This is an optimization exercise on Yosys and OpenROAD, whose aim is small area and a short achievable clock period, not a production implementation.
Only simulation tests tie the RTL to the original design; equivalence was not proved.
No activity file was given, so power comes from the tool's default toggle rates.

==> flow/design.v, too long to show whole: its modules and the start of the top module <==
// module approx_err_calc: 302 lines
// module approx_err_cpa: 344 lines
// module approx_err_monitor: 1655 lines
module approx_err_monitor #(
  parameter int W     = approx_mon_pkg::W,
  parameter int CNT_W = approx_mon_pkg::CNT_W,
  parameter int ACC_W = approx_mon_pkg::ACC_W
) (
  input  logic                 clk,
  input  logic                 rst,
  input  logic                 in_valid,
  output logic                 in_ready,
  input  logic [W-1:0]         a,
  input  logic [W-1:0]         b,
  input  logic [2*W-1:0]       prod,
  input  logic                 start,
  input  logic [CNT_W-1:0]     win_len,
  output logic                 busy,
  output logic                 done,
  output logic [CNT_W-1:0]     smp_cnt,
  output logic [CNT_W-1:0]     err_cnt,
  output logic [ACC_W-1:0]     sum_ed,
  output logic [ACC_W-1:0]     sum_bias,
  output logic [2*W-1:0]       max_ed,
  output logic [W-1:0]         max_a,
  output logic [W-1:0]         max_b
);
  // ...
==> flow/flow/run.sh <==
#!/bin/bash
# Layout flow: the standard ORFS flow (standard.sh) with two changes:
#  - in synthesis, ABC maps modules approx_err_cpa (the multiplier's final adder) and
#    approx_err_monitor (the statistics stage) with ORFS's delay-driven "area" ABC script
#    (abc_area.script, map -B 0.9) and the other modules with the default script. Everything
#    else is ORFS's synth.tcl run through synth_recipe.tcl, so the registers are the standard
#    synthesis's;
#  - the port buffers use the smallest buffer cell (sky130_fd_sc_hd__buf_1).
set -euo pipefail
here=$(pwd)
python3 - "$FLOW_HOME/scripts/synth.tcl" "$here/synth_mix.tcl" <<'PY'
import sys
s = open(sys.argv[1]).read()
old = '  log_cmd abc {*}$abc_args\n'
assert s.count(old) == 1
new = ('  set abc_args_area [lreplace $abc_args 1 1 $::env(SCRIPTS_DIR)/abc_area.script]\n'
       '  log_cmd abc {*}$abc_args_area approx_err_cpa approx_err_monitor\n'
       '  log_cmd abc {*}$abc_args * approx_err_cpa %d approx_err_monitor %d\n')
open(sys.argv[2], 'w').write(s.replace(old, new))
PY
grep -q 'source $::env(SCRIPTS_DIR)/synth.tcl' synth_recipe.tcl
sed "s#source \$::env(SCRIPTS_DIR)/synth.tcl#source $here/synth_mix.tcl#" synth_recipe.tcl > "$here/synth_recipe_mix.tcl"
bash standard.sh SYNTH_SCRIPT="$here/synth_recipe_mix.tcl" \
  BUFFER_PORTS_ARGS="-buffer_cell sky130_fd_sc_hd__buf_1" finish > flow_standard.log 2>&1
==> flow/standard.sh <==
#!/bin/bash
# synth_recipe.tcl (not shown) runs the flow's synth.tcl, then flattens the netlist and writes it again
# the make line also repeats each setting of config.mk as NAME=value (left out here)
make -C /OpenROAD-flow-scripts/flow DESIGN_CONFIG=/design/flow/config.mk WORK_HOME=/design/flow/orfs CLKGATE_MAP_FILE= SYNTH_SCRIPT=/design/flow/synth_recipe.tcl "${@:-finish}"
==> flow/config.mk <==
export PLATFORM = sky130hd
export DESIGN_NAME = approx_err_monitor
export DESIGN_NICKNAME = approx_err_monitor
export VERILOG_FILES = /design/flow/design.v
export SDC_FILE = /design/flow/constraint.sdc
export NUM_CORES = 4
export LEC_CHECK = 0
export CAP_MARGIN = 20
export CORE_MARGIN = 2
export CORE_UTILIZATION = 50
export SETUP_SLACK_MARGIN = 3.5
export SLEW_MARGIN = 20
export SYNTH_HIERARCHICAL = 1
==> flow/constraint.sdc <==
create_clock -name core_clock -period 7.2 [get_ports {clk}]
set_input_delay 1.4400 -clock core_clock [delete_from_list [all_inputs] [get_ports {clk}]]
set_output_delay 1.4400 -clock core_clock [all_outputs]
set_load 0.01 [all_outputs]
==> impl_metrics.json, run 1 <==
{
  "fin_crit_sh_pct": 54.5,
  "skew_ns": 0.0301,
  "worst_path_largest_cell_delay_ns": 0.49,
  "status": "complete, no violations",
  "swShare_pct": 47.2,
  "crit_buf_inv": 3,
  "critPathKind": "reg2reg",
  "seq_cell_count": 461,
  "pg_clk_mw": 2.68,
  "postCtsSetupRepairBufs": 41,
  "cts.sinks": 461,
  "totalWireLength_um": 77700,
  "min-delay-start": "u_calc.s1_b[7]",
  "synth_top_family_by_area": "adder cells",
  "syn_to_final_growth_pct": 16.8,
  "grt_max_degree": 105,
  "grt_antenna_before_repair": 0,
  "rrSetupSlack_ns": 3.28,
  "die_area_um2": 62400,
  "critical-path-top-delay-family": "adder cells",
  "intPower_mw": 8.65,
  "grt_pass1_wl_um": 124000,
  "dp.cells": 4797,
  "overflow": 0,
  "syn_area_um2": 30200,
  "yosys.area_share.simple_pct": 18.8,
  "htreeDepth": 2,
  "finalCriticalPeriod_ns": 3.92,
  "finalWorstSetupSlack_ns": 3.28
}
==> module approx_err_calc, before the edit <==
module approx_err_calc #(
  parameter int W = approx_mon_pkg::W
) (
  input  logic                  clk,
  input  logic                  rst,
  input  logic                  smp_valid,
  input  logic [W-1:0]          a,
  input  logic [W-1:0]          b,
  input  logic [2*W-1:0]        prod,
  output logic                  res_valid,
  output logic [W-1:0]          res_a,
  output logic [W-1:0]          res_b,
  output logic [2*W:0]          diff
);
  logic                s1_valid;
  logic [W-1:0]        s1_a;
  logic [W-1:0]        s1_b;
  logic [19:0]         s1_sel;          
  logic [17:0]         s1_a3;           
  logic [2*W:0]        s1_pre;     
  logic [2*W:0]        pre, pre_r;
  logic [2*W:0]        y;
  logic [2*W:0]        tx, ty;
  logic                keep;
  logic [19:0]         sel;
  logic [17:0]         bx;
  assign bx = {1'b0, b, 1'b0};
  assign pre_r = {1'b0, (b[15] & b[14]) ? {a, 1'b0} : ((b[15] ^ b[14]) ? {1'b0, a} : 17'd0),
                  2'b00, b[14], 2'b00, b[11], 2'b00, b[8], 2'b00, b[5], 2'b00, b[2]};
  assign pre   = {1'b0, ~prod} + pre_r + 33'd3067871232;
  always_comb begin
    for (int i = 0; i < 5; i++) begin
      logic [2:0] v, m;
      v = {1'b0, bx[3*i+2], 1'b0} + {2'b00, bx[3*i+1]} + {2'b00, bx[3*i]};
      m = bx[3*i+3] ? 3'd4 - v : v;
      for (int k = 1; k <= 4; k++) sel[4*i+k-1] = (m == 3'(k));
    end
  end
  wire pp0_0 = ((s1_a[0] & s1_sel[0]) | (s1_a3[0] & s1_sel[2])) ^ s1_b[2];
  wire pp0_1 = ((s1_a[1] & s1_sel[0]) | (s1_a[0] & s1_sel[1]) | (s1_a3[1] & s1_sel[2])) ^ s1_b[2];
  wire pp0_2 = ((s1_a[2] & s1_sel[0]) | (s1_a[1] & s1_sel[1]) | (s1_a3[2] & s1_sel[2]) | (s1_a[0] & s1_sel[3])) ^ s1_b[2];
  wire pp0_3 = ((s1_a[3] & s1_sel[0]) | (s1_a[2] & s1_sel[1]) | (s1_a3[3] & s1_sel[2]) | (s1_a[1] & s1_sel[3])) ^ s1_b[2];
  wire pp0_4 = ((s1_a[4] & s1_sel[0]) | (s1_a[3] & s1_sel[1]) | (s1_a3[4] & s1_sel[2]) | (s1_a[2] & s1_sel[3])) ^ s1_b[2];
  wire pp0_5 = ((s1_a[5] & s1_sel[0]) | (s1_a[4] & s1_sel[1]) | (s1_a3[5] & s1_sel[2]) | (s1_a[3] & s1_sel[3])) ^ s1_b[2];
  wire pp0_6 = ((s1_a[6] & s1_sel[0]) | (s1_a[5] & s1_sel[1]) | (s1_a3[6] & s1_sel[2]) | (s1_a[4] & s1_sel[3])) ^ s1_b[2];
  wire pp0_7 = ((s1_a[7] & s1_sel[0]) | (s1_a[6] & s1_sel[1]) | (s1_a3[7] & s1_sel[2]) | (s1_a[5] & s1_sel[3])) ^ s1_b[2];
  wire pp0_8 = ((s1_a[8] & s1_sel[0]) | (s1_a[7] & s1_sel[1]) | (s1_a3[8] & s1_sel[2]) | (s1_a[6] & s1_sel[3])) ^ s1_b[2];
  wire pp0_9 = ((s1_a[9] & s1_sel[0]) | (s1_a[8] & s1_sel[1]) | (s1_a3[9] & s1_sel[2]) | (s1_a[7] & s1_sel[3])) ^ s1_b[2];
  wire pp0_10 = ((s1_a[10] & s1_sel[0]) | (s1_a[9] & s1_sel[1]) | (s1_a3[10] & s1_sel[2]) | (s1_a[8] & s1_sel[3])) ^ s1_b[2];
  wire pp0_11 = ((s1_a[11] & s1_sel[0]) | (s1_a[10] & s1_sel[1]) | (s1_a3[11] & s1_sel[2]) | (s1_a[9] & s1_sel[3])) ^ s1_b[2];
  wire pp0_12 = ((s1_a[12] & s1_sel[0]) | (s1_a[11] & s1_sel[1]) | (s1_a3[12] & s1_sel[2]) | (s1_a[10] & s1_sel[3])) ^ s1_b[2];
  wire pp0_13 = ((s1_a[13] & s1_sel[0]) | (s1_a[12] & s1_sel[1]) | (s1_a3[13] & s1_sel[2]) | (s1_a[11] & s1_sel[3])) ^ s1_b[2];
  wire pp0_14 = ((s1_a[14] & s1_sel[0]) | (s1_a[13] & s1_sel[1]) | (s1_a3[14] & s1_sel[2]) | (s1_a[12] & s1_sel[3])) ^ s1_b[2];
  wire pp0_15 = ((s1_a[15] & s1_sel[0]) | (s1_a[14] & s1_sel[1]) | (s1_a3[15] & s1_sel[2]) | (s1_a[13] & s1_sel[3])) ^ s1_b[2];
  wire pp0_16 = ((s1_a[15] & s1_sel[1]) | (s1_a3[16] & s1_sel[2]) | (s1_a[14] & s1_sel[3])) ^ s1_b[2];
  wire pp0_17 = ((s1_a3[17] & s1_sel[2]) | (s1_a[15] & s1_sel[3])) ^ s1_b[2];
  wire ns0 = ~s1_b[2];
  wire pp1_0 = ((s1_a[0] & s1_sel[4]) | (s1_a3[0] & s1_sel[6])) ^ s1_b[5];
  wire pp1_1 = ((s1_a[1] & s1_sel[4]) | (s1_a[0] & s1_sel[5]) | (s1_a3[1] & s1_sel[6])) ^ s1_b[5];
  wire pp1_2 = ((s1_a[2] & s1_sel[4]) | (s1_a[1] & s1_sel[5]) | (s1_a3[2] & s1_sel[6]) | (s1_a[0] & s1_sel[7])) ^ s1_b[5];
  wire pp1_3 = ((s1_a[3] & s1_sel[4]) | (s1_a[2] & s1_sel[5]) | (s1_a3[3] & s1_sel[6]) | (s1_a[1] & s1_sel[7])) ^ s1_b[5];
  wire pp1_4 = ((s1_a[4] & s1_sel[4]) | (s1_a[3] & s1_sel[5]) | (s1_a3[4] & s1_sel[6]) | (s1_a[2] & s1_sel[7])) ^ s1_b[5];
  wire pp1_5 = ((s1_a[5] & s1_sel[4]) | (s1_a[4] & s1_sel[5]) | (s1_a3[5] & s1_sel[6]) | (s1_a[3] & s1_sel[7])) ^ s1_b[5];
  wire pp1_6 = ((s1_a[6] & s1_sel[4]) | (s1_a[5] & s1_sel[5]) | (s1_a3[6] & s1_sel[6]) | (s1_a[4] & s1_sel[7])) ^ s1_b[5];
  wire pp1_7 = ((s1_a[7] & s1_sel[4]) | (s1_a[6] & s1_sel[5]) | (s1_a3[7] & s1_sel[6]) | (s1_a[5] & s1_sel[7])) ^ s1_b[5];
  wire pp1_8 = ((s1_a[8] & s1_sel[4]) | (s1_a[7] & s1_sel[5]) | (s1_a3[8] & s1_sel[6]) | (s1_a[6] & s1_sel[7])) ^ s1_b[5];
  wire pp1_9 = ((s1_a[9] & s1_sel[4]) | (s1_a[8] & s1_sel[5]) | (s1_a3[9] & s1_sel[6]) | (s1_a[7] & s1_sel[7])) ^ s1_b[5];
  wire pp1_10 = ((s1_a[10] & s1_sel[4]) | (s1_a[9] & s1_sel[5]) | (s1_a3[10] & s1_sel[6]) | (s1_a[8] & s1_sel[7])) ^ s1_b[5];
  wire pp1_11 = ((s1_a[11] & s1_sel[4]) | (s1_a[10] & s1_sel[5]) | (s1_a3[11] & s1_sel[6]) | (s1_a[9] & s1_sel[7])) ^ s1_b[5];
  wire pp1_12 = ((s1_a[12] & s1_sel[4]) | (s1_a[11] & s1_sel[5]) | (s1_a3[12] & s1_sel[6]) | (s1_a[10] & s1_sel[7])) ^ s1_b[5];
  wire pp1_13 = ((s1_a[13] & s1_sel[4]) | (s1_a[12] & s1_sel[5]) | (s1_a3[13] & s1_sel[6]) | (s1_a[11] & s1_sel[7])) ^ s1_b[5];
  wire pp1_14 = ((s1_a[14] & s1_sel[4]) | (s1_a[13] & s1_sel[5]) | (s1_a3[14] & s1_sel[6]) | (s1_a[12] & s1_sel[7])) ^ s1_b[5];
  wire pp1_15 = ((s1_a[15] & s1_sel[4]) | (s1_a[14] & s1_sel[5]) | (s1_a3[15] & s1_sel[6]) | (s1_a[13] & s1_sel[7])) ^ s1_b[5];
  wire pp1_16 = ((s1_a[15] & s1_sel[5]) | (s1_a3[16] & s1_sel[6]) | (s1_a[14] & s1_sel[7])) ^ s1_b[5];
  wire pp1_17 = ((s1_a3[17] & s1_sel[6]) | (s1_a[15] & s1_sel[7])) ^ s1_b[5];
  wire ns1 = ~s1_b[5];
  wire pp2_0 = ((s1_a[0] & s1_sel[8]) | (s1_a3[0] & s1_sel[10])) ^ s1_b[8];
  wire pp2_1 = ((s1_a[1] & s1_sel[8]) | (s1_a[0] & s1_sel[9]) | (s1_a3[1] & s1_sel[10])) ^ s1_b[8];
  wire pp2_2 = ((s1_a[2] & s1_sel[8]) | (s1_a[1] & s1_sel[9]) | (s1_a3[2] & s1_sel[10]) | (s1_a[0] & s1_sel[11])) ^ s1_b[8];
  wire pp2_3 = ((s1_a[3] & s1_sel[8]) | (s1_a[2] & s1_sel[9]) | (s1_a3[3] & s1_sel[10]) | (s1_a[1] & s1_sel[11])) ^ s1_b[8];
  wire pp2_4 = ((s1_a[4] & s1_sel[8]) | (s1_a[3] & s1_sel[9]) | (s1_a3[4] & s1_sel[10]) | (s1_a[2] & s1_sel[11])) ^ s1_b[8];
  wire pp2_5 = ((s1_a[5] & s1_sel[8]) | (s1_a[4] & s1_sel[9]) | (s1_a3[5] & s1_sel[10]) | (s1_a[3] & s1_sel[11])) ^ s1_b[8];
  wire pp2_6 = ((s1_a[6] & s1_sel[8]) | (s1_a[5] & s1_sel[9]) | (s1_a3[6] & s1_sel[10]) | (s1_a[4] & s1_sel[11])) ^ s1_b[8];
  wire pp2_7 = ((s1_a[7] & s1_sel[8]) | (s1_a[6] & s1_sel[9]) | (s1_a3[7] & s1_sel[10]) | (s1_a[5] & s1_sel[11])) ^ s1_b[8];
  wire pp2_8 = ((s1_a[8] & s1_sel[8]) | (s1_a[7] & s1_sel[9]) | (s1_a3[8] & s1_sel[10]) | (s1_a[6] & s1_sel[11])) ^ s1_b[8];
  wire pp2_9 = ((s1_a[9] & s1_sel[8]) | (s1_a[8] & s1_sel[9]) | (s1_a3[9] & s1_sel[10]) | (s1_a[7] & s1_sel[11])) ^ s1_b[8];
  wire pp2_10 = ((s1_a[10] & s1_sel[8]) | (s1_a[9] & s1_sel[9]) | (s1_a3[10] & s1_sel[10]) | (s1_a[8] & s1_sel[11])) ^ s1_b[8];
  wire pp2_11 = ((s1_a[11] & s1_sel[8]) | (s1_a[10] & s1_sel[9]) | (s1_a3[11] & s1_sel[10]) | (s1_a[9] & s1_sel[11])) ^ s1_b[8];
  wire pp2_12 = ((s1_a[12] & s1_sel[8]) | (s1_a[11] & s1_sel[9]) | (s1_a3[12] & s1_sel[10]) | (s1_a[10] & s1_sel[11])) ^ s1_b[8];
  wire pp2_13 = ((s1_a[13] & s1_sel[8]) | (s1_a[12] & s1_sel[9]) | (s1_a3[13] & s1_sel[10]) | (s1_a[11] & s1_sel[11])) ^ s1_b[8];
  wire pp2_14 = ((s1_a[14] & s1_sel[8]) | (s1_a[13] & s1_sel[9]) | (s1_a3[14] & s1_sel[10]) | (s1_a[12] & s1_sel[11])) ^ s1_b[8];
  wire pp2_15 = ((s1_a[15] & s1_sel[8]) | (s1_a[14] & s1_sel[9]) | (s1_a3[15] & s1_sel[10]) | (s1_a[13] & s1_sel[11])) ^ s1_b[8];
  wire pp2_16 = ((s1_a[15] & s1_sel[9]) | (s1_a3[16] & s1_sel[10]) | (s1_a[14] & s1_sel[11])) ^ s1_b[8];
  wire pp2_17 = ((s1_a3[17] & s1_sel[10]) | (s1_a[15] & s1_sel[11])) ^ s1_b[8];
  wire ns2 = ~s1_b[8];
  wire pp3_0 = ((s1_a[0] & s1_sel[12]) | (s1_a3[0] & s1_sel[14])) ^ s1_b[11];
  wire pp3_1 = ((s1_a[1] & s1_sel[12]) | (s1_a[0] & s1_sel[13]) | (s1_a3[1] & s1_sel[14])) ^ s1_b[11];
  wire pp3_2 = ((s1_a[2] & s1_sel[12]) | (s1_a[1] & s1_sel[13]) | (s1_a3[2] & s1_sel[14]) | (s1_a[0] & s1_sel[15])) ^ s1_b[11];
  wire pp3_3 = ((s1_a[3] & s1_sel[12]) | (s1_a[2] & s1_sel[13]) | (s1_a3[3] & s1_sel[14]) | (s1_a[1] & s1_sel[15])) ^ s1_b[11];
  wire pp3_4 = ((s1_a[4] & s1_sel[12]) | (s1_a[3] & s1_sel[13]) | (s1_a3[4] & s1_sel[14]) | (s1_a[2] & s1_sel[15])) ^ s1_b[11];
  wire pp3_5 = ((s1_a[5] & s1_sel[12]) | (s1_a[4] & s1_sel[13]) | (s1_a3[5] & s1_sel[14]) | (s1_a[3] & s1_sel[15])) ^ s1_b[11];
  wire pp3_6 = ((s1_a[6] & s1_sel[12]) | (s1_a[5] & s1_sel[13]) | (s1_a3[6] & s1_sel[14]) | (s1_a[4] & s1_sel[15])) ^ s1_b[11];
  wire pp3_7 = ((s1_a[7] & s1_sel[12]) | (s1_a[6] & s1_sel[13]) | (s1_a3[7] & s1_sel[14]) | (s1_a[5] & s1_sel[15])) ^ s1_b[11];
  wire pp3_8 = ((s1_a[8] & s1_sel[12]) | (s1_a[7] & s1_sel[13]) | (s1_a3[8] & s1_sel[14]) | (s1_a[6] & s1_sel[15])) ^ s1_b[11];
  wire pp3_9 = ((s1_a[9] & s1_sel[12]) | (s1_a[8] & s1_sel[13]) | (s1_a3[9] & s1_sel[14]) | (s1_a[7] & s1_sel[15])) ^ s1_b[11];
  wire pp3_10 = ((s1_a[10] & s1_sel[12]) | (s1_a[9] & s1_sel[13]) | (s1_a3[10] & s1_sel[14]) | (s1_a[8] & s1_sel[15])) ^ s1_b[11];
  wire pp3_11 = ((s1_a[11] & s1_sel[12]) | (s1_a[10] & s1_sel[13]) | (s1_a3[11] & s1_sel[14]) | (s1_a[9] & s1_sel[15])) ^ s1_b[11];
  wire pp3_12 = ((s1_a[12] & s1_sel[12]) | (s1_a[11] & s1_sel[13]) | (s1_a3[12] & s1_sel[14]) | (s1_a[10] & s1_sel[15])) ^ s1_b[11];
  wire pp3_13 = ((s1_a[13] & s1_sel[12]) | (s1_a[12] & s1_sel[13]) | (s1_a3[13] & s1_sel[14]) | (s1_a[11] & s1_sel[15])) ^ s1_b[11];
  wire pp3_14 = ((s1_a[14] & s1_sel[12]) | (s1_a[13] & s1_sel[13]) | (s1_a3[14] & s1_sel[14]) | (s1_a[12] & s1_sel[15])) ^ s1_b[11];
  wire pp3_15 = ((s1_a[15] & s1_sel[12]) | (s1_a[14] & s1_sel[13]) | (s1_a3[15] & s1_sel[14]) | (s1_a[13] & s1_sel[15])) ^ s1_b[11];
  wire pp3_16 = ((s1_a[15] & s1_sel[13]) | (s1_a3[16] & s1_sel[14]) | (s1_a[14] & s1_sel[15])) ^ s1_b[11];
  wire pp3_17 = ((s1_a3[17] & s1_sel[14]) | (s1_a[15] & s1_sel[15])) ^ s1_b[11];
  wire ns3 = ~s1_b[11];
  wire pp4_0 = ((s1_a[0] & s1_sel[16]) | (s1_a3[0] & s1_sel[18])) ^ s1_b[14];
  wire pp4_1 = ((s1_a[1] & s1_sel[16]) | (s1_a[0] & s1_sel[17]) | (s1_a3[1] & s1_sel[18])) ^ s1_b[14];
  wire pp4_2 = ((s1_a[2] & s1_sel[16]) | (s1_a[1] & s1_sel[17]) | (s1_a3[2] & s1_sel[18]) | (s1_a[0] & s1_sel[19])) ^ s1_b[14];
  wire pp4_3 = ((s1_a[3] & s1_sel[16]) | (s1_a[2] & s1_sel[17]) | (s1_a3[3] & s1_sel[18]) | (s1_a[1] & s1_sel[19])) ^ s1_b[14];
  wire pp4_4 = ((s1_a[4] & s1_sel[16]) | (s1_a[3] & s1_sel[17]) | (s1_a3[4] & s1_sel[18]) | (s1_a[2] & s1_sel[19])) ^ s1_b[14];
  wire pp4_5 = ((s1_a[5] & s1_sel[16]) | (s1_a[4] & s1_sel[17]) | (s1_a3[5] & s1_sel[18]) | (s1_a[3] & s1_sel[19])) ^ s1_b[14];
  wire pp4_6 = ((s1_a[6] & s1_sel[16]) | (s1_a[5] & s1_sel[17]) | (s1_a3[6] & s1_sel[18]) | (s1_a[4] & s1_sel[19])) ^ s1_b[14];
  wire pp4_7 = ((s1_a[7] & s1_sel[16]) | (s1_a[6] & s1_sel[17]) | (s1_a3[7] & s1_sel[18]) | (s1_a[5] & s1_sel[19])) ^ s1_b[14];
  wire pp4_8 = ((s1_a[8] & s1_sel[16]) | (s1_a[7] & s1_sel[17]) | (s1_a3[8] & s1_sel[18]) | (s1_a[6] & s1_sel[19])) ^ s1_b[14];
  wire pp4_9 = ((s1_a[9] & s1_sel[16]) | (s1_a[8] & s1_sel[17]) | (s1_a3[9] & s1_sel[18]) | (s1_a[7] & s1_sel[19])) ^ s1_b[14];
  wire pp4_10 = ((s1_a[10] & s1_sel[16]) | (s1_a[9] & s1_sel[17]) | (s1_a3[10] & s1_sel[18]) | (s1_a[8] & s1_sel[19])) ^ s1_b[14];
  wire pp4_11 = ((s1_a[11] & s1_sel[16]) | (s1_a[10] & s1_sel[17]) | (s1_a3[11] & s1_sel[18]) | (s1_a[9] & s1_sel[19])) ^ s1_b[14];
  wire pp4_12 = ((s1_a[12] & s1_sel[16]) | (s1_a[11] & s1_sel[17]) | (s1_a3[12] & s1_sel[18]) | (s1_a[10] & s1_sel[19])) ^ s1_b[14];
  wire pp4_13 = ((s1_a[13] & s1_sel[16]) | (s1_a[12] & s1_sel[17]) | (s1_a3[13] & s1_sel[18]) | (s1_a[11] & s1_sel[19])) ^ s1_b[14];
  wire pp4_14 = ((s1_a[14] & s1_sel[16]) | (s1_a[13] & s1_sel[17]) | (s1_a3[14] & s1_sel[18]) | (s1_a[12] & s1_sel[19])) ^ s1_b[14];
  wire pp4_15 = ((s1_a[15] & s1_sel[16]) | (s1_a[14] & s1_sel[17]) | (s1_a3[15] & s1_sel[18]) | (s1_a[13] & s1_sel[19])) ^ s1_b[14];
  wire pp4_16 = ((s1_a[15] & s1_sel[17]) | (s1_a3[16] & s1_sel[18]) | (s1_a[14] & s1_sel[19])) ^ s1_b[14];
  wire pp4_17 = ((s1_a3[17] & s1_sel[18]) | (s1_a[15] & s1_sel[19])) ^ s1_b[14];
  wire ns4 = ~s1_b[14];
  wire m96 = s1_pre[9] ^ pp0_9;
  wire m97 = s1_pre[9] & pp0_9;
  wire m98 = s1_pre[10] ^ pp0_10 ^ pp1_7;
  wire m99 = (s1_pre[10] & pp0_10) | (s1_pre[10] & pp1_7) | (pp0_10 & pp1_7);
  wire m100 = s1_pre[11] ^ pp0_11 ^ pp1_8;
  wire m101 = (s1_pre[11] & pp0_11) | (s1_pre[11] & pp1_8) | (pp0_11 & pp1_8);
  wire m102 = s1_pre[12] ^ pp0_12 ^ pp1_9;
  wire m103 = (s1_pre[12] & pp0_12) | (s1_pre[12] & pp1_9) | (pp0_12 & pp1_9);
  wire m104 = pp2_6 ^ pp3_3;
  wire m105 = pp2_6 & pp3_3;
  wire m106 = s1_pre[13] ^ pp0_13 ^ pp1_10;
  wire m107 = (s1_pre[13] & pp0_13) | (s1_pre[13] & pp1_10) | (pp0_13 & pp1_10);
  wire m108 = pp2_7 ^ pp3_4 ^ pp4_1;
  wire m109 = (pp2_7 & pp3_4) | (pp2_7 & pp4_1) | (pp3_4 & pp4_1);
  wire m110 = s1_pre[14] ^ pp0_14 ^ pp1_11;
  wire m111 = (s1_pre[14] & pp0_14) | (s1_pre[14] & pp1_11) | (pp0_14 & pp1_11);
  wire m112 = pp2_8 ^ pp3_5 ^ pp4_2;
  wire m113 = (pp2_8 & pp3_5) | (pp2_8 & pp4_2) | (pp3_5 & pp4_2);
  wire m114 = s1_pre[15] ^ pp0_15 ^ pp1_12;
  wire m115 = (s1_pre[15] & pp0_15) | (s1_pre[15] & pp1_12) | (pp0_15 & pp1_12);
  wire m116 = pp2_9 ^ pp3_6 ^ pp4_3;
  wire m117 = (pp2_9 & pp3_6) | (pp2_9 & pp4_3) | (pp3_6 & pp4_3);
  wire m118 = s1_pre[16] ^ pp0_16 ^ pp1_13;
  wire m119 = (s1_pre[16] & pp0_16) | (s1_pre[16] & pp1_13) | (pp0_16 & pp1_13);
  wire m120 = pp2_10 ^ pp3_7 ^ pp4_4;
  wire m121 = (pp2_10 & pp3_7) | (pp2_10 & pp4_4) | (pp3_7 & pp4_4);
  wire m122 = s1_pre[17] ^ pp0_17 ^ pp1_14;
  wire m123 = (s1_pre[17] & pp0_17) | (s1_pre[17] & pp1_14) | (pp0_17 & pp1_14);
  wire m124 = pp2_11 ^ pp3_8 ^ pp4_5;
  wire m125 = (pp2_11 & pp3_8) | (pp2_11 & pp4_5) | (pp3_8 & pp4_5);
  wire m126 = ns0 ^ s1_pre[18] ^ pp1_15;
  wire m127 = (ns0 & s1_pre[18]) | (ns0 & pp1_15) | (s1_pre[18] & pp1_15);
  wire m128 = pp2_12 ^ pp3_9 ^ pp4_6;
  wire m129 = (pp2_12 & pp3_9) | (pp2_12 & pp4_6) | (pp3_9 & pp4_6);
  wire m130 = s1_pre[19] ^ pp1_16 ^ pp2_13;
  wire m131 = (s1_pre[19] & pp1_16) | (s1_pre[19] & pp2_13) | (pp1_16 & pp2_13);
  wire m132 = pp3_10 ^ pp4_7;
  wire m133 = pp3_10 & pp4_7;
  wire m134 = s1_pre[20] ^ pp1_17 ^ pp2_14;
  wire m135 = (s1_pre[20] & pp1_17) | (s1_pre[20] & pp2_14) | (pp1_17 & pp2_14);
  wire m136 = pp3_11 ^ pp4_8;
  wire m137 = pp3_11 & pp4_8;
  wire m138 = ns1 ^ s1_pre[21] ^ pp2_15;
  wire m139 = (ns1 & s1_pre[21]) | (ns1 & pp2_15) | (s1_pre[21] & pp2_15);
  wire m140 = pp3_12 ^ pp4_9;
  wire m141 = pp3_12 & pp4_9;
  wire m142 = s1_pre[22] ^ pp2_16 ^ pp3_13;
  wire m143 = (s1_pre[22] & pp2_16) | (s1_pre[22] & pp3_13) | (pp2_16 & pp3_13);
  wire m144 = s1_pre[23] ^ pp2_17;
  wire m145 = s1_pre[23] & pp2_17;
  wire m146 = ns2 ^ s1_pre[24];
  wire m147 = ns2 & s1_pre[24];
  wire m148 = s1_pre[6] ^ pp0_6;
  wire m149 = s1_pre[6] & pp0_6;
  wire m150 = s1_pre[7] ^ pp0_7 ^ pp1_4;
  wire m151 = (s1_pre[7] & pp0_7) | (s1_pre[7] & pp1_4) | (pp0_7 & pp1_4);
  wire m152 = s1_pre[8] ^ pp0_8 ^ pp1_5;
  wire m153 = (s1_pre[8] & pp0_8) | (s1_pre[8] & pp1_5) | (pp0_8 & pp1_5);
  wire m154 = pp1_6 ^ pp2_3 ^ pp3_0;
  wire m155 = (pp1_6 & pp2_3) | (pp1_6 & pp3_0) | (pp2_3 & pp3_0);
  wire m156 = pp2_4 ^ pp3_1 ^ m97;
  wire m157 = (pp2_4 & pp3_1) | (pp2_4 & m97) | (pp3_1 & m97);
  wire m158 = pp2_5 ^ pp3_2 ^ m99;
  wire m159 = (pp2_5 & pp3_2) | (pp2_5 & m99) | (pp3_2 & m99);
  wire m160 = pp4_0 ^ m104 ^ m101;
  wire m161 = (pp4_0 & m104) | (pp4_0 & m101) | (m104 & m101);
  wire m162 = m105 ^ m103 ^ m106;
  wire m163 = (m105 & m103) | (m105 & m106) | (m103 & m106);
  wire m164 = m107 ^ m109 ^ m110;
  wire m165 = (m107 & m109) | (m107 & m110) | (m109 & m110);
  wire m166 = m111 ^ m113 ^ m114;
  wire m167 = (m111 & m113) | (m111 & m114) | (m113 & m114);
  wire m168 = m115 ^ m117 ^ m118;
  wire m169 = (m115 & m117) | (m115 & m118) | (m117 & m118);
  wire m170 = m119 ^ m121 ^ m122;
  wire m171 = (m119 & m121) | (m119 & m122) | (m121 & m122);
  wire m172 = m123 ^ m125 ^ m126;
  wire m173 = (m123 & m125) | (m123 & m126) | (m125 & m126);
  wire m174 = m132 ^ m127 ^ m129;
  wire m175 = (m132 & m127) | (m132 & m129) | (m127 & m129);
  wire m176 = m133 ^ m136 ^ m131;
  wire m177 = (m133 & m136) | (m133 & m131) | (m136 & m131);
  wire m178 = m137 ^ m140 ^ m135;
  wire m179 = (m137 & m140) | (m137 & m135) | (m140 & m135);
  wire m180 = pp4_10 ^ m141 ^ m139;
  wire m181 = (pp4_10 & m141) | (pp4_10 & m139) | (m141 & m139);
  wire m182 = pp3_14 ^ pp4_11 ^ m144;
  wire m183 = (pp3_14 & pp4_11) | (pp3_14 & m144) | (pp4_11 & m144);
  wire m184 = m146 ^ pp3_15 ^ pp4_12;
  wire m185 = (m146 & pp3_15) | (m146 & pp4_12) | (pp3_15 & pp4_12);
  wire m186 = s1_pre[25] ^ m147 ^ pp3_16;
  wire m187 = (s1_pre[25] & m147) | (s1_pre[25] & pp3_16) | (m147 & pp3_16);
  wire m188 = s1_pre[26] ^ pp3_17;
  wire m189 = s1_pre[26] & pp3_17;
  wire m190 = ns3 ^ s1_pre[27];
  wire m191 = ns3 & s1_pre[27];
  wire m192 = s1_pre[3] ^ pp0_3;
  wire m193 = s1_pre[3] & pp0_3;
  wire m194 = s1_pre[4] ^ pp0_4 ^ pp1_1;
  wire m195 = (s1_pre[4] & pp0_4) | (s1_pre[4] & pp1_1) | (pp0_4 & pp1_1);
  wire m196 = s1_pre[5] ^ pp0_5 ^ pp1_2;
  wire m197 = (s1_pre[5] & pp0_5) | (s1_pre[5] & pp1_2) | (pp0_5 & pp1_2);
  wire m198 = pp1_3 ^ pp2_0 ^ m148;
  wire m199 = (pp1_3 & pp2_0) | (pp1_3 & m148) | (pp2_0 & m148);
  wire m200 = pp2_1 ^ m149 ^ m150;
  wire m201 = (pp2_1 & m149) | (pp2_1 & m150) | (m149 & m150);
  wire m202 = pp2_2 ^ m151 ^ m152;
  wire m203 = (pp2_2 & m151) | (pp2_2 & m152) | (m151 & m152);
  wire m204 = m96 ^ m153 ^ m154;
  wire m205 = (m96 & m153) | (m96 & m154) | (m153 & m154);
  wire m206 = m155 ^ m98 ^ m156;
  wire m207 = (m155 & m98) | (m155 & m156) | (m98 & m156);
  wire m208 = m100 ^ m157 ^ m158;
  wire m209 = (m100 & m157) | (m100 & m158) | (m157 & m158);
  wire m210 = m102 ^ m159 ^ m160;
  wire m211 = (m102 & m159) | (m102 & m160) | (m159 & m160);
  wire m212 = m108 ^ m161 ^ m162;
  wire m213 = (m108 & m161) | (m108 & m162) | (m161 & m162);
  wire m214 = m112 ^ m163 ^ m164;
  wire m215 = (m112 & m163) | (m112 & m164) | (m163 & m164);
  wire m216 = m116 ^ m165 ^ m166;
  wire m217 = (m116 & m165) | (m116 & m166) | (m165 & m166);
  wire m218 = m120 ^ m167 ^ m168;
  wire m219 = (m120 & m167) | (m120 & m168) | (m167 & m168);
  wire m220 = m124 ^ m169 ^ m170;
  wire m221 = (m124 & m169) | (m124 & m170) | (m169 & m170);
  wire m222 = m128 ^ m171 ^ m172;
  wire m223 = (m128 & m171) | (m128 & m172) | (m171 & m172);
  wire m224 = m130 ^ m173 ^ m174;
  wire m225 = (m130 & m173) | (m130 & m174) | (m173 & m174);
  wire m226 = m134 ^ m175 ^ m176;
  wire m227 = (m134 & m175) | (m134 & m176) | (m175 & m176);
  wire m228 = m138 ^ m177 ^ m178;
  wire m229 = (m138 & m177) | (m138 & m178) | (m177 & m178);
  wire m230 = m142 ^ m179 ^ m180;
  wire m231 = (m142 & m179) | (m142 & m180) | (m179 & m180);
  wire m232 = m143 ^ m182 ^ m181;
  wire m233 = (m143 & m182) | (m143 & m181) | (m182 & m181);
  wire m234 = m145 ^ m184 ^ m183;
  wire m235 = (m145 & m184) | (m145 & m183) | (m184 & m183);
  wire m236 = pp4_13 ^ m185 ^ m186;
  wire m237 = (pp4_13 & m185) | (pp4_13 & m186) | (m185 & m186);
  wire m238 = pp4_14 ^ m188 ^ m187;
  wire m239 = (pp4_14 & m188) | (pp4_14 & m187) | (m188 & m187);
  wire m240 = m190 ^ pp4_15 ^ m189;
  wire m241 = (m190 & pp4_15) | (m190 & m189) | (pp4_15 & m189);
  wire m242 = s1_pre[28] ^ m191 ^ pp4_16;
  wire m243 = (s1_pre[28] & m191) | (s1_pre[28] & pp4_16) | (m191 & pp4_16);
  wire m244 = s1_pre[29] ^ pp4_17;
  wire m245 = s1_pre[29] & pp4_17;
  wire m246 = ns4 ^ s1_pre[30];
  wire m247 = ns4 & s1_pre[30];
  assign tx = {s1_pre[32], s1_pre[31], m246, m244, m242, m240, m237, m236, m234, m231, m229, m227, m225, m223, m221, m219, m217, m215, m213, m211, m209, m207, m205, m203, m201, m199, m197, m195, m193, pp1_0, s1_pre[2], s1_pre[1], s1_pre[0]};
  assign ty = {1'b0, m247, m245, m243, m241, m239, m238, m235, m233, m232, m230, m228, m226, m224, m222, m220, m218, m216, m214, m212, m210, m208, m206, m204, m202, m200, m198, m196, m194, m192, pp0_2, pp0_1, pp0_0};
  approx_err_cpa u_cpa (.x(tx), .y(ty), .s(y));
  assign keep = s1_valid && !rst;
  always_ff @(posedge clk) begin
    s1_valid  <= smp_valid && !rst;
    s1_a      <= a;
    s1_b      <= b;
    s1_sel    <= sel;
    s1_a3     <= 18'(a) + {1'b0, a, 1'b0};
    s1_pre    <= pre;
    res_valid <= keep;
    res_a     <= s1_a;
    res_b     <= s1_b;
    diff      <= keep ? ~y : '0;
  end
endmodule
==> inputs of run 2 (changes only) <==
--- a/flow/design.v
+++ b/flow/design.v
@@ -30,22 +30,18 @@
   logic [17:0]         s1_a3;           
   logic [2*W:0]        s1_pre;     
-  logic [2*W:0]        pre, pre_r;
+  logic [2*W:0]        pre;
+  logic [17:0]         a3;
   logic [2*W:0]        y;
   logic [2*W:0]        tx, ty;
   logic                keep;
   logic [19:0]         sel;
-  logic [17:0]         bx;
-  assign bx = {1'b0, b, 1'b0};
-  assign pre_r = {1'b0, (b[15] & b[14]) ? {a, 1'b0} : ((b[15] ^ b[14]) ? {1'b0, a} : 17'd0),
-                  2'b00, b[14], 2'b00, b[11], 2'b00, b[8], 2'b00, b[5], 2'b00, b[2]};
-  assign pre   = {1'b0, ~prod} + pre_r + 33'd3067871232;
-  always_comb begin
-    for (int i = 0; i < 5; i++) begin
-      logic [2:0] v, m;
-      v = {1'b0, bx[3*i+2], 1'b0} + {2'b00, bx[3*i+1]} + {2'b00, bx[3*i]};
-      m = bx[3*i+3] ? 3'd4 - v : v;
-      for (int k = 1; k <= 4; k++) sel[4*i+k-1] = (m == 3'(k));
-    end
-  end
+  approx_err_s1 u_s1 (
+    .a    (a),
+    .b    (b),
+    .prod (prod),
+    .pre  (pre),
+    .a3   (a3),
+    .sel  (sel)
+  );
   wire pp0_0 = ((s1_a[0] & s1_sel[0]) | (s1_a3[0] & s1_sel[2])) ^ s1_b[2];
   wire pp0_1 = ((s1_a[1] & s1_sel[0]) | (s1_a[0] & s1_sel[1]) | (s1_a3[1] & s1_sel[2])) ^ s1_b[2];
@@ -304,5 +300,5 @@
     s1_b      <= b;
     s1_sel    <= sel;
-    s1_a3     <= 18'(a) + {1'b0, a, 1'b0};
+    s1_a3     <= a3;
     s1_pre    <= pre;
     res_valid <= keep;
@@ -656,4 +652,28 @@
   assign s = {k337, k336, k335, k334, k333, k332, k331, k330, k329, k328, k327, k326, k325, k324, k323, k322, k321, k320, k319, k318, k317, k316, k315, k314, k313, k312, k311, k310, k309, k308, k307, k306, k305};
 endmodule
+module approx_err_s1 (
+  input  logic [15:0] a,
+  input  logic [15:0] b,
+  input  logic [31:0] prod,
+  output logic [32:0] pre,
+  output logic [17:0] a3,
+  output logic [19:0] sel
+);
+  logic [17:0] bx;
+  logic [32:0] pre_r;
+  assign bx = {1'b0, b, 1'b0};
+  assign a3 = 18'(a) + {1'b0, a, 1'b0};
+  assign pre_r = {1'b0, (b[15] & b[14]) ? {a, 1'b0} : ((b[15] ^ b[14]) ? {1'b0, a} : 17'd0),
+                  2'b00, b[14], 2'b00, b[11], 2'b00, b[8], 2'b00, b[5], 2'b00, b[2]};
+  assign pre   = {1'b0, ~prod} + pre_r + 33'd3067871232;
+  always_comb begin
+    for (int i = 0; i < 5; i++) begin
+      logic [2:0] v, m;
+      v = {1'b0, bx[3*i+2], 1'b0} + {2'b00, bx[3*i+1]} + {2'b00, bx[3*i]};
+      m = bx[3*i+3] ? 3'd4 - v : v;
+      for (int k = 1; k <= 4; k++) sel[4*i+k-1] = (m == 3'(k));
+    end
+  end
+endmodule
 module approx_err_monitor #(
   parameter int W     = approx_mon_pkg::W,
==> flow/flow/run.sh (replaced) <==
#!/bin/bash
# Layout flow: the standard ORFS flow (standard.sh) with two changes:
#  - synthesis: full/half-adder cells are extracted only in module approx_err_tree (the
#    multiplier's carry-save tree), and ABC maps modules approx_err_s1, approx_err_cpa and
#    approx_err_monitor with ORFS's delay-driven "area" script (abc_area.script, map -B 0.9),
#    the others with the default script. Everything else is ORFS's synth.tcl run through
#    synth_recipe.tcl, so the registers are the standard synthesis's;
#  - the port buffers use the smallest buffer cell (sky130_fd_sc_hd__buf_1).
set -euo pipefail
here=$(pwd)
python3 - "$FLOW_HOME/scripts/synth.tcl" "$here/synth_mix.tcl" <<'PY'
import sys
s = open(sys.argv[1]).read()
old = '  log_cmd abc {*}$abc_args\n'
assert s.count(old) == 1
new = ('  set abc_args_area [lreplace $abc_args 1 1 $::env(SCRIPTS_DIR)/abc_area.script]\n'
       '  log_cmd abc {*}$abc_args_area approx_err_cpa approx_err_monitor approx_err_s1\n'
       '  log_cmd abc {*}$abc_args * approx_err_cpa %d approx_err_monitor %d approx_err_s1 %d\n')
s = s.replace(old, new)
old = 'extract_fa {*}[dont_use_extract_fa_args]\n'
assert s.count(old) == 1
s = s.replace(old, 'extract_fa {*}[dont_use_extract_fa_args] approx_err_tree\n')
open(sys.argv[2], 'w').write(s)
PY
grep -q 'source $::env(SCRIPTS_DIR)/synth.tcl' synth_recipe.tcl
sed "s#source \$::env(SCRIPTS_DIR)/synth.tcl#source $here/synth_mix.tcl#" synth_recipe.tcl > "$here/synth_recipe_mix.tcl"
bash standard.sh SYNTH_SCRIPT="$here/synth_recipe_mix.tcl" \
  BUFFER_PORTS_ARGS="-buffer_cell sky130_fd_sc_hd__buf_1" finish > flow_standard.log 2>&1
--- a/flow/config.mk
+++ b/flow/config.mk
@@ -9,5 +9,5 @@
 export CORE_MARGIN = 2
 export CORE_UTILIZATION = 50
-export SETUP_SLACK_MARGIN = 3.5
+export SETUP_SLACK_MARGIN = 4.0
 export SLEW_MARGIN = 20
 export SYNTH_HIERARCHICAL = 1
==> impl_metrics.json, run 2 <==
{
  "syn_area_per_cell_um2": 6.59,
  "final_util_pct": 62.0,
  "rrSetupSlack_ns": 3.71,
  "synthMuxAreaShare_pct": 0,
  "synth_area_leaders": "dfxtp_1 (30%), nand2_1 (14%), nor2_1 (7.8%), inv_1 (7.3%), xnor2_1 (6.6%)",
  "finalCriticalPeriod_ns": 3.49,
  "cts_buffer_depth": 3,
  "overflow": 0,
  "synth_fa_ha_area_share_pct": 1.86,
  "worstReg2RegEnd": "u_calc.diff[23]",
  "synth_top_area_cell": "dfxtp_1",
  "hold_path_class": "reg2reg",
  "dpl.hpwl_um": 68200,
  "vias_per_cell": 5.25,
  "critPathKind": "reg2reg",
  "grt_pass1_wl_um": 143000,
  "reg.largest.list": "sum_bias: 64 flops, sum_ed: 64 flops",
  "cts_root_buffer": "clkbuf_16",
  "track_usage_pct": 28.3,
  "ff2ff_path_depth": 21,
  "die_width_um": 251,
  "final_hold_viol_count": 0,
  "tns_ns": 0,
  "peakVddDrop_mv": 0.521,
  "syn-instance-count": 4613,
  "mappedNetlistNets": 4713,
  "slew_viol_final": 0,
  "ys.flop_type": "dfxtp_1",
  "timing.fmax_mhz": 287,
  "num_vias": 30900,
  "synth_edf_count": 0,
  "first_pass_iters": 8,
  "synthXorXnorAreaFrac_pct": 10.4,
  "yosys.area_share.simple_pct": 30.4,
  "start_kind": "flip-flop",
  "synth-seq-area-share_pct": 30.4,
  "synth_top_family_by_area": "simple AND/OR/NAND/NOR gates",
  "final_cell_mix": "nand2_1 (1009), nor2_1 (583), inv_1 (561)",
  "synth_cell_types": 74,
  "dp.cells": 5589,
  "crit_fanout": 6,
  "cts_tree": "built",
  "io_buffers": 358,
  "tightest_slew_ns": 0.811,
  "power_mw": 15.9,
  "grt_antenna_before_repair": 3,
  "timing.critical_path.from": "u_calc.s1_a[6]",
  "route.detailed.drc": 0,
  "finalWeightedCongestion": 0.914,
  "postPlaceCellArea_um2": 31900,
  "grt_max_degree": 190,
  "synth_warnings": 10,
  "num_rows": 90,
  "wl_per_cell_um": 16.6,
  "leakagePower_nw": 17.0,
  "ys_async_sr_fraction_pct": 0,
  "cts.sinks": 462,
  "setup_violations": 0,
  "fin_nets": 5165,
  "clk_latency_ns": 0.63,
  "holdBufCountCts": 0,
  "arrival_ns": 4.04,
  "max-cap-violations": 0,
  "syn_to_final_growth_pct": 22.9,
  "htreeDepth": 2,
  "drive_above_1_share_pct": 17.8,
  "totalWireLength_um": 97800,
  "cts_buffers": 52,
  "ant_nets": 0,
  "mostFrequentLayoutCell": "nand2_1",
  "worstPathRequired_ns": 7.75,
  "fin_area_um2": 37400,
  "ys_seq_elements": 462,
  "core_um2": 60200,
  "critPathCapture": "u_calc.diff[23]",
  "skew_ns": 0.0436,
  "p_per_area_nw_per_um2": 426,
  "stdcell_count": 5889,
  "rsz0062_at_grt": "yes",
  "die_area_um2": 62800,
  "syn_area_um2": 30400,
  "grt_pass1_vias": 26700,
  "fin_crit_sh_pct": 48.4,
  "end_kind": "flip-flop",
  "yosysTopAreaCellShare_pct": 30.4,
  "clkSlewWorstSetupHoldPaths_ns": 0.08,
  "post-synth-top-count-cell": "nand2_1",
  "synthTopCellsByCount": "nand2_1 (1112), nor2_1 (630), inv_1 (590), dfxtp_1 (462), a21oi_1 (249)",
  "rr_startpoint": "u_calc.s1_a[6]",
  "drtIter0Drc": 2561,
  "synth_compound_area_share_pct": 15.8,
  "status": "complete, no violations",
  "slew_headroom_pct": 45.4,
  "ios": 359,
  "initial_core_util_pct": 50.5,
  "dieHeight_um": 251
}
==> run 2: power breakdown <==
group          switching [mW]  total, mW  internal (mW)  leakage, nW
combinational            6.14       10.0           3.86         12.3
clock                    1.16       2.82           1.66        0.878
sequential              0.310       3.10           2.79         3.81
==> run 2: per-layer routing <==
| metal | share of wire, % | wire [um] | track usage, % | vias to the layer above |
|---|---|---|---|---|
| met2 | 46 | 45400 | 47.5 | 1055 |
| met1 | 43 | 42200 | 37.4 | 13900 |
| li1 | - | - | - | 15700 |
| met5 | 0.013 | 13 | 0 | - |
| met3 | 6.3 | 6190 | 3.40 | 293 |
| met4 | 4.1 | 4020 | 9.80 | 2 |
==> run 2: final cells by class <==
cell class	instances	area, um2
inverter	624	2390
clock buffer	72	1480
timing repair inverter	1	8.76
multi-input combinational	3351	19600
fill	5566	22900
timing repair buffer	573	3200
sequential	462	9410
tap	782	978
clock inverter	22	329
antenna	2	5.00
==> run 2: worst min-delay path by stage <==
| stage | end | startpoint | cells past startpoint | slack [ns] |
|---|---|---|---|---|
| final | u_calc.res_b[3] | u_calc.s1_b[3] | 0 | 0.32 |
| after global routing | u_calc.res_b[12] | u_calc.s1_b[12] | 0 | 0.33 |
| after CTS | u_calc.res_b[3] | u_calc.s1_b[3] | 0 | 0.32 |
| after detailed placement | u_calc.res_b[10] | u_calc.s1_b[10] | 0 | 0.31 |
| after global placement | u_calc.res_b[4] | u_calc.s1_b[4] | 0 | 0.31 |
| after floorplan | u_calc.res_b[0] | u_calc.s1_b[0] | 0 | 0.31 |
==> run 2: cell families after synthesis <==
family / after synthesis
adders and majority gates: 54
buffers and inverters: 800
and+or+nand+nor: 2183
AOI/OAI and AO/OA: 771
DFF: 462
xor gates and xnor gates: 342
other: 1
==> run 2: through the flow <==
step                hold WS (ns)  setup slack, ns
global placement           0.310             3.18
CTS                        0.324             3.90
global route               0.332             3.54
finish                     0.324             3.71
floorplan                  0.310             3.85
detailed placement         0.312             3.16
==> run 2: worst max-delay path: stages, from the launching register on <==
cell,delay [ns]
dfxtp_4,0.38
buf_6,0.15
buf_4,0.16
a22o_1,0.27
a221oi_2,0.31
xnor2_1,0.19
xnor2_1,0.31
xnor2_2,0.14
maj3_2,0.34
nor2_2,0.11
inv_1,0.06
nand2_2,0.13
nor2_4,0.07
nand2_1,0.07
nand2_2,0.08
a21oi_4,0.17
nand2_4,0.10
nand2_2,0.09
nand2_1,0.05
nand2_1,0.05
nand2_1,0.07
nor2_2,0.12
==> run 2: Yosys stat by module (local to each module, per instance), a selection <==
module	flops+latches	times used
approx_err_cpa	0	1
approx_err_monitor	292	1
approx_err_s1	0	1
==> run 2: what timing repair did <==
action	CTS	global route
pin swaps	60	177
setup buffers	102	99
gates resized for setup	200	345
gates cloned	0	3
setup endpoints to repair	170	163
==> inputs of run 3 (changes only) <==
--- a/flow/config.mk
+++ b/flow/config.mk
@@ -8,5 +8,5 @@
 export CAP_MARGIN = 20
 export CORE_MARGIN = 2
-export CORE_UTILIZATION = 50
+export CORE_UTILIZATION = 65
 export SETUP_SLACK_MARGIN = 4.0
 export SLEW_MARGIN = 20
==> impl_metrics.json, run 3 <==
{
  "tightest_slew_ns": 1.16,
  "timing.critical_path.from": "u_calc.s1_a[15]",
  "first_pass_iters": 11,
  "wl_per_cell_um": 18.2,
  "synth-seq-area-share_pct": 30.4,
  "peakVddDrop_mv": 0.396,
  "setup_violations": 0,
  "num_rows": 79,
  "syn-instance-count": 4613,
  "final_hold_viol_count": 0,
  "clkSlewWorstSetupHoldPaths_ns": 0.06,
  "route.detailed.drc": 0,
  "p_per_area_nw_per_um2": 435,
  "cts_buffer_depth": 3,
  "track_usage_pct": 36.1,
  "rsz0062_at_grt": "yes",
  "critPathKind": "reg2reg",
  "grt_pass1_wl_um": 141000,
  "dieHeight_um": 220,
  "start_kind": "flip-flop",
  "synth_edf_count": 0,
  "stdcell_count": 5680,
  "worstPathRequired_ns": 7.69,
  "ant_nets": 0,
  "cts.sinks": 462,
  "die_width_um": 220,
  "syn_to_final_growth_pct": 20.5,
  "ys.flop_type": "dfxtp_1",
  "reg.largest.list": "sum_bias: 64 flops, sum_ed: 64 flops",
  "rrSetupSlack_ns": 3.17,
  "final_cell_mix": "nand2_1 (1022), nor2_1 (594), inv_1 (570)",
  "leakagePower_nw": 16.8,
  "synth_cell_types": 74,
  "initial_core_util_pct": 65.6,
  "synth_area_leaders": "dfxtp_1 (30%), nand2_1 (14%), nor2_1 (7.8%), inv_1 (7.3%), xnor2_1 (6.6%)",
  "drtIter0Drc": 3747,
  "end_kind": "flip-flop",
  "dp_slack_ns": 2.97,
  "fin_nets": 5131,
  "dp.cells": 5415,
  "slew_viol_final": 0,
  "grt_pass1_vias": 28000,
  "drive_above_1_share_pct": 16.3,
  "clk_latency_ns": 0.64,
  "post-synth-top-count-cell": "nand2_1",
  "cts_buffers": 49,
  "syn_area_um2": 30400,
  "finalCriticalPeriod_ns": 4.03,
  "totalWireLength_um": 103000,
  "ys_seq_elements": 462,
  "cts_tree": "built",
  "synth_top_area_cell": "dfxtp_1",
  "die_area_um2": 48500,
  "finalWeightedCongestion": 0.952,
  "critPathCapture": "u_calc.diff[30]",
  "syn_area_per_cell_um2": 6.59,
  "holdBufCountCts": 0,
  "slew_headroom_pct": 22.6,
  "synthTopCellsByCount": "nand2_1 (1112), nor2_1 (630), inv_1 (590), dfxtp_1 (462), a21oi_1 (249)",
  "ys_async_sr_fraction_pct": 0,
  "fin_crit_sh_pct": 55.9,
  "core_um2": 46400,
  "overflow": 0,
  "hold_path_class": "reg2reg",
  "grt_max_degree": 190,
  "mappedNetlistNets": 4713,
  "io_buffers": 358,
  "vias_per_cell": 5.80,
  "finalWorstSetupSlack_ns": 3.17,
  "ios": 359,
  "arrival_ns": 4.51,
  "crit_fanout": 10,
  "timing.fmax_mhz": 248,
  "grt_antenna_before_repair": 5,
  "num_vias": 32900,
  "max-cap-violations": 0,
  "status": "complete, no violations",
  "htreeDepth": 2,
  "worstReg2RegEnd": "u_calc.diff[30]",
  "dpl.hpwl_um": 63500,
  "mostFrequentLayoutCell": "nand2_1",
  "tns_ns": 0,
  "skew_ns": 0.0337,
  "yosysTopAreaCellShare_pct": 30.4,
  "ff2ff_path_depth": 19,
  "cts_root_buffer": "clkbuf_16",
  "rr_startpoint": "u_calc.s1_a[15]",
  "synth_warnings": 10
}
-- run 3: cell counts after synthesis --
Identical to the previous run, type by type.
-- run 3: timing repair --
item	in CTS	in global routing
resized for setup	239	233
gates cloned	0	3
setup endpoints to repair	160	148
buffers inserted	106	63
pin swaps	120	116
-- run 3: how the worst min path moves through the flow --
| stage | cells past startpoint | from | end |
|---|---|---|---|
| 2_1_floorplan | 0 | u_calc.s1_b[0] | u_calc.res_b[0] |
| 3_5_place_dp | 0 | u_calc.s1_b[9] | u_calc.res_b[9] |
| 6_report | 0 | u_calc.s1_b[1] | u_calc.res_b[1] |
| 3_3_place_gp | 0 | u_calc.s1_b[0] | u_calc.res_b[0] |
| 5_1_grt | 0 | u_calc.s1_b[9] | u_calc.res_b[9] |
| 4_1_cts | 0 | u_calc.s1_b[9] | u_calc.res_b[9] |
-- run 3: area by class of cell --
| type | count | area, um2 |
|---|---|---|
| Clock buffer | 67 | 1390 |
| Antenna cell | 2 | 5.00 |
| Sequential cell | 462 | 9400 |
| Clock inverter | 24 | 367 |
| Fill cell | 3405 | 9700 |
| Inverter | 624 | 2360 |
| Timing Repair Buffer | 543 | 2980 |
| Multi-Input combinational cell | 3351 | 19400 |
| Tap cell | 607 | 759 |
-- run 3: per-stage QoR --
stage	cell area (um2)	hold slack (ns)	util, %	power (mW)
after floorplan	30500	0.310	-	9.58
after global placement	31700	0.310	68.3	10.3
after detailed placement	31700	0.312	68.3	10.4
after CTS	35100	0.317	75.7	14.2
after global routing	36700	0.325	79.1	16.8
final	36700	0.324	79.1	15.9
-- run 3: metal layers --
metal  up-vias  part of all wire [%]  global-route usage [%]
met4         0                   7.6                    19.5
met5         -                     0                       0
met3       665                    10                    6.43
met1     14700                    37                    44.6
met2      1918                    45                    59.9
li1      15600                     -                       -
-- run 3: cells by family after synthesis --
logic type / after synthesis / share of synthesized area, %
AND/OR/NAND/NOR: 2183 / 30.4
buffers and inverters: 800 / 11.2
AO/OA/AOI/OAI: 771 / 15.8
flip-flops: 462 / 30.4
XOR/XNOR: 342 / 10.4
adder cells (fa/ha/maj): 54 / 1.86
other: 1 / 0.0123
-- run 3: per-module statistics from Yosys (local to each module, per instance), a selection --
module / times used / flip-flops and latches
approx_err_monitor: 1 / 292
approx_err_s1: 1 / 0
approx_err_cpa: 1 / 0
-- run 3: critical path, cell delays in order, from the launching register on --
cell and delay, ns:
dfxtp_4 0.40, buf_4 0.17, a222oi_1 0.99, xnor2_1 0.28
maj3_1 0.47, maj3_1 0.39, nand2_1 0.11, inv_1 0.06
nor2_2 0.17, inv_2 0.07, nor2_2 0.11, nand2_1 0.08
inv_2 0.08, nand2_1 0.08, nor2_1 0.10, nand2_1 0.08
nand2_1 0.07, nand2_1 0.04, nand2_1 0.08, nor2_1 0.04
-- run 3: power by group --
group          internal, mW  switching [mW]
Sequential             2.79           0.335
Clock                  1.62            1.14
Combinational          3.68            6.36
==> inputs of run 4 (changes only) <==
--- a/flow/config.mk
+++ b/flow/config.mk
@@ -8,6 +8,6 @@
 export CAP_MARGIN = 20
 export CORE_MARGIN = 2
-export CORE_UTILIZATION = 65
-export SETUP_SLACK_MARGIN = 4.0
+export CORE_UTILIZATION = 50
+export SETUP_SLACK_MARGIN = 3.0
 export SLEW_MARGIN = 20
 export SYNTH_HIERARCHICAL = 1
==> impl_metrics.json, run 4 <==
{
  "worstReg2RegEnd": "u_calc.diff[31]",
  "syn_to_final_growth_pct": 10.7,
  "post-synth-top-count-cell": "nand2_1",
  "p_comb_share_pct": 55.1,
  "mostFrequentLayoutCell": "nand2_1",
  "grt_pass1_wl_um": 139000,
  "num_rows": 90,
  "min_to": "u_calc.res_b[10]",
  "wl_per_cell_um": 15.4,
  "grt_pass1_vias": 26100,
  "end_kind": "flip-flop",
  "dieHeight_um": 251,
  "htreeDepth": 2,
  "final_hold_viol_count": 0,
  "rr_startpoint": "u_calc.s1_a[10]",
  "finalCriticalPeriod_ns": 3.92,
  "tightest_slew_ns": 1.01,
  "die_width_um": 251,
  "critPathKind": "reg2reg",
  "skew_ns": 0.0250,
  "overflow": 0,
  "holdBufCountCts": 0,
  "slew_viol_final": 0,
  "slowest_stage": "dfxtp_1",
  "cts_buffer_depth": 3,
  "cts.sinks": 462,
  "first_pass_iters": 7,
  "ys_async_sr_fraction_pct": 0,
  "clkSlewWorstSetupHoldPaths_ns": 0.06,
  "ff2ff_path_depth": 18,
  "synth_edf_count": 0,
  "die_area_um2": 62800,
  "grt_antenna_before_repair": 1,
  "initial_core_util_pct": 50.5,
  "arrival_ns": 4.40,
  "worst_path_largest_cell_delay_ns": 0.79,
  "swShare_pct": 46.8,
  "syn_area_um2": 30400,
  "clk_latency_ns": 0.61,
  "ys.flop_type": "dfxtp_1",
  "finalWorstSetupSlack_ns": 3.28,
  "cts_buffers": 50,
  "core_um2": 60200,
  "dpl.hpwl_um": 67600,
  "syn-instance-count": 4613,
  "rrSetupSlack_ns": 3.28,
  "totalWireLength_um": 87700,
  "cts_root_buffer": "clkbuf_16",
  "p_per_area_nw_per_um2": 392,
  "synth_cell_types": 74,
  "finalWeightedCongestion": 0.902,
  "synth_top_area_cell": "dfxtp_1",
  "crit_fanout": 16,
  "seqPwrFrac_pct": 23.7,
  "grt_max_degree": 190,
  "status": "complete, no violations",
  "route.detailed.drc": 0,
  "ant_nets": 0,
  "synthTopCellsByCount": "nand2_1 (1112), nor2_1 (630), inv_1 (590), dfxtp_1 (462), a21oi_1 (249)",
  "reg.largest.list": "sum_bias: 64 flops, sum_ed: 64 flops",
  "cpMostUsedCell": "nand2_1",
  "hold_depth": 0,
  "crit_buf_inv": 1,
  "io_buffers": 358,
  "num_vias": 29000,
  "final_cell_mix": "nand2_1 (1111), nor2_1 (629), inv_1 (590)",
  "track_usage_pct": 27.1,
  "rsz0062_at_grt": "no",
  "vias_per_cell": 5.10,
  "max-cap-violations": 0,
  "mappedNetlistNets": 4713,
  "yosysTopAreaCellShare_pct": 30.4,
  "slew_headroom_pct": 32.5,
  "synth_area_leaders": "dfxtp_1 (30%), nand2_1 (14%), nor2_1 (7.8%), inv_1 (7.3%), xnor2_1 (6.6%)",
  "fin_crit_sh_pct": 54.5,
  "power_switching_mw": 6.17,
  "fin_nets": 4960,
  "peakVddDrop_mv": 0.371,
  "min-delay-start": "u_calc.s1_b[10]",
  "start_kind": "flip-flop",
  "crit_path_cell_trace": "a22o_1 -> a221oi_2 -> xnor2_1 -> xnor3_1 -> xnor3_1 -> maj3_2 -> nand2_1 -> nand2_1 -> inv_1 -> nand2_1 -> nor2_1 -> nand2_1 -> nor2_1 -> nand2_1 -> nand2_1 -> nand2_1 -> nand2_1 -> nor2_1",
  "timing.fmax_mhz": 255,
  "critical-path-top-delay-family": "XOR/XNOR gates",
  "setup_violations": 0,
  "hold_path_class": "reg2reg",
  "drive_above_1_share_pct": 6.92,
  "drtIter0Drc": 1864,
  "ys_seq_elements": 462,
  "cts_tree": "built",
  "clockPowerShare_pct": 21.2,
  "dp_slack_ns": 2.74,
  "tns_ns": 0,
  "leakagePower_nw": 15.3,
  "ios": 359,
  "worstPathRequired_ns": 7.67,
  "intPower_mw": 7.01,
  "synth-seq-area-share_pct": 30.4,
  "syn_area_per_cell_um2": 6.59,
  "synth_warnings": 10
}
-- run 4: routing by layer --
metal	part of all wire [%]	wire [um]	vias to the layer above	global-route usage, %
li1	-	-	15300	-
met2	46	40700	729	46.2
met5	0	0	-	0
met1	45	39700	12900	35.8
met3	5.6	4900	142	3.62
met4	2.8	2460	0	8.02
-- run 4: power by group through the flow --
stage               registers [mW]  clock network [mW]  logic [mW]
CTS                           3.10                2.86        7.28
finish                        3.12                2.80        7.26
detailed placement            3.16                   0        7.24
global placement              3.16                   0        7.20
floorplan                     3.03                   0        6.53
global route                  3.14                2.97        8.26
-- run 4: metrics by stage --
step / hold WS [ns] / power, mW / area (um2) / utilization, % / std cells
after global routing: 0.333 / 14.4 / 33700 / 55.9 / 5683
after floorplan: 0.310 / 9.56 / 30400 / - / 4613
after CTS: 0.325 / 13.2 / 33600 / 55.8 / 5681
after detailed placement: 0.312 / 10.4 / 31800 / 52.8 / 5589
final: 0.325 / 13.2 / 33700 / 55.9 / 5683
after global placement: 0.310 / 10.4 / 31800 / 52.8 / 5589
-- run 4: worst register-to-register path, cell delays in order (launching register included) --
cell,delay (ns)
dfxtp_1,0.79
a22o_1,0.27
a221oi_2,0.04
xnor2_1,0.31
xnor3_1,0.41
xnor3_1,0.42
maj3_2,0.32
nand2_1,0.11
nand2_1,0.13
inv_1,0.13
nand2_1,0.09
nor2_1,0.22
nand2_1,0.12
nor2_1,0.11
nand2_1,0.07
nand2_1,0.06
nand2_1,0.05
nand2_1,0.10
nor2_1,0.06
-- run 4: kinds of logic (layout without fill, tap and decap cells) --
kind of cell               after synthesis  after routing  synth area share [%]
adders and majority gates               54             54                  1.86
other                                    1              2                0.0123
xor gates and xnor gates               342            342                  10.4
and+or+nand+nor                       2183           2183                  30.4
buffers and inverters                  800           1087                  11.2
DFF                                    462            462                  30.4
AOI/OAI and AO/OA                      771            771                  15.8
-- run 4: Yosys stat by module, one instance, submodules excluded, a selection --
module              flip-flops and latches  cells inside  copies in the design
approx_err_cpa                           0           634                     1
approx_err_s1                            0           723                     1
approx_err_monitor                     292          2489                     1
-- run 4: what timing repair did --
item	CTS	global route
setup endpoints to repair	32	65
gates resized for setup	1	13
setup buffers	0	1
pin swaps	0	0
-- run 4: worst max-delay path by stage --
stage,start,to,cells after the start
after CTS,u_calc.diff[32],max_a[10],17
final,u_calc.s1_a[10],u_calc.diff[31],18
after floorplan,in_valid,rem[23],19
after global placement,start,smp_cnt[11],9
after global routing,u_calc.s1_a[14],u_calc.diff[32],20
after detailed placement,start,smp_cnt[11],9
-- run 4: cell type report --
cell class | count | area [um2]
fillers | 6113 | 26600
multi-input cells | 3351 | 17800
flip-flops and latches | 462 | 9260
inverters | 624 | 2350
repair buffers | 371 | 1470
clock buffers | 65 | 1420
well taps | 782 | 978
clock inverters | 27 | 397
diodes | 1 | 2.50

re-timing with driven ports:
No port has a modelled driver above. Below, the same layouts with a new extraction and two added sets of constraints. Step 1 assumes that a clkbuf_16 drives the clock port and a buf_2 every other input. Step 2 also shifts input and output timing later by t, the mid clock arrival at the registers, as if the neighbouring blocks saw the same clock. Slacks: ideal ports / drivers / drivers and shift; pairs: ideal ports / drivers.
| run | shift t [ns] | slack for setup (ns) | worst setup path at the end | latest minus earliest clock arrival (ns) |
|---|---|---|---|---|
| run 1 | 0.648 | 3.278 / 3.278 / 2.795 | input to register | 0.031 / 0.032 |
| run 2 | 0.671 | 3.715 / 3.715 / 3.360 | input to register | 0.044 / 0.043 |
| run 3 | 0.681 | 3.174 / 3.174 / 3.174 | register to register | 0.034 / 0.034 |
| run 4 | 0.655 | 3.275 / 3.275 / 2.744 | input to register | 0.025 / 0.025 |
After both steps setup and hold are still met in every run listed. The setup slack of run 4, which loses most, moves by 0.000 ns with the drivers and by -0.531 ns with both steps.
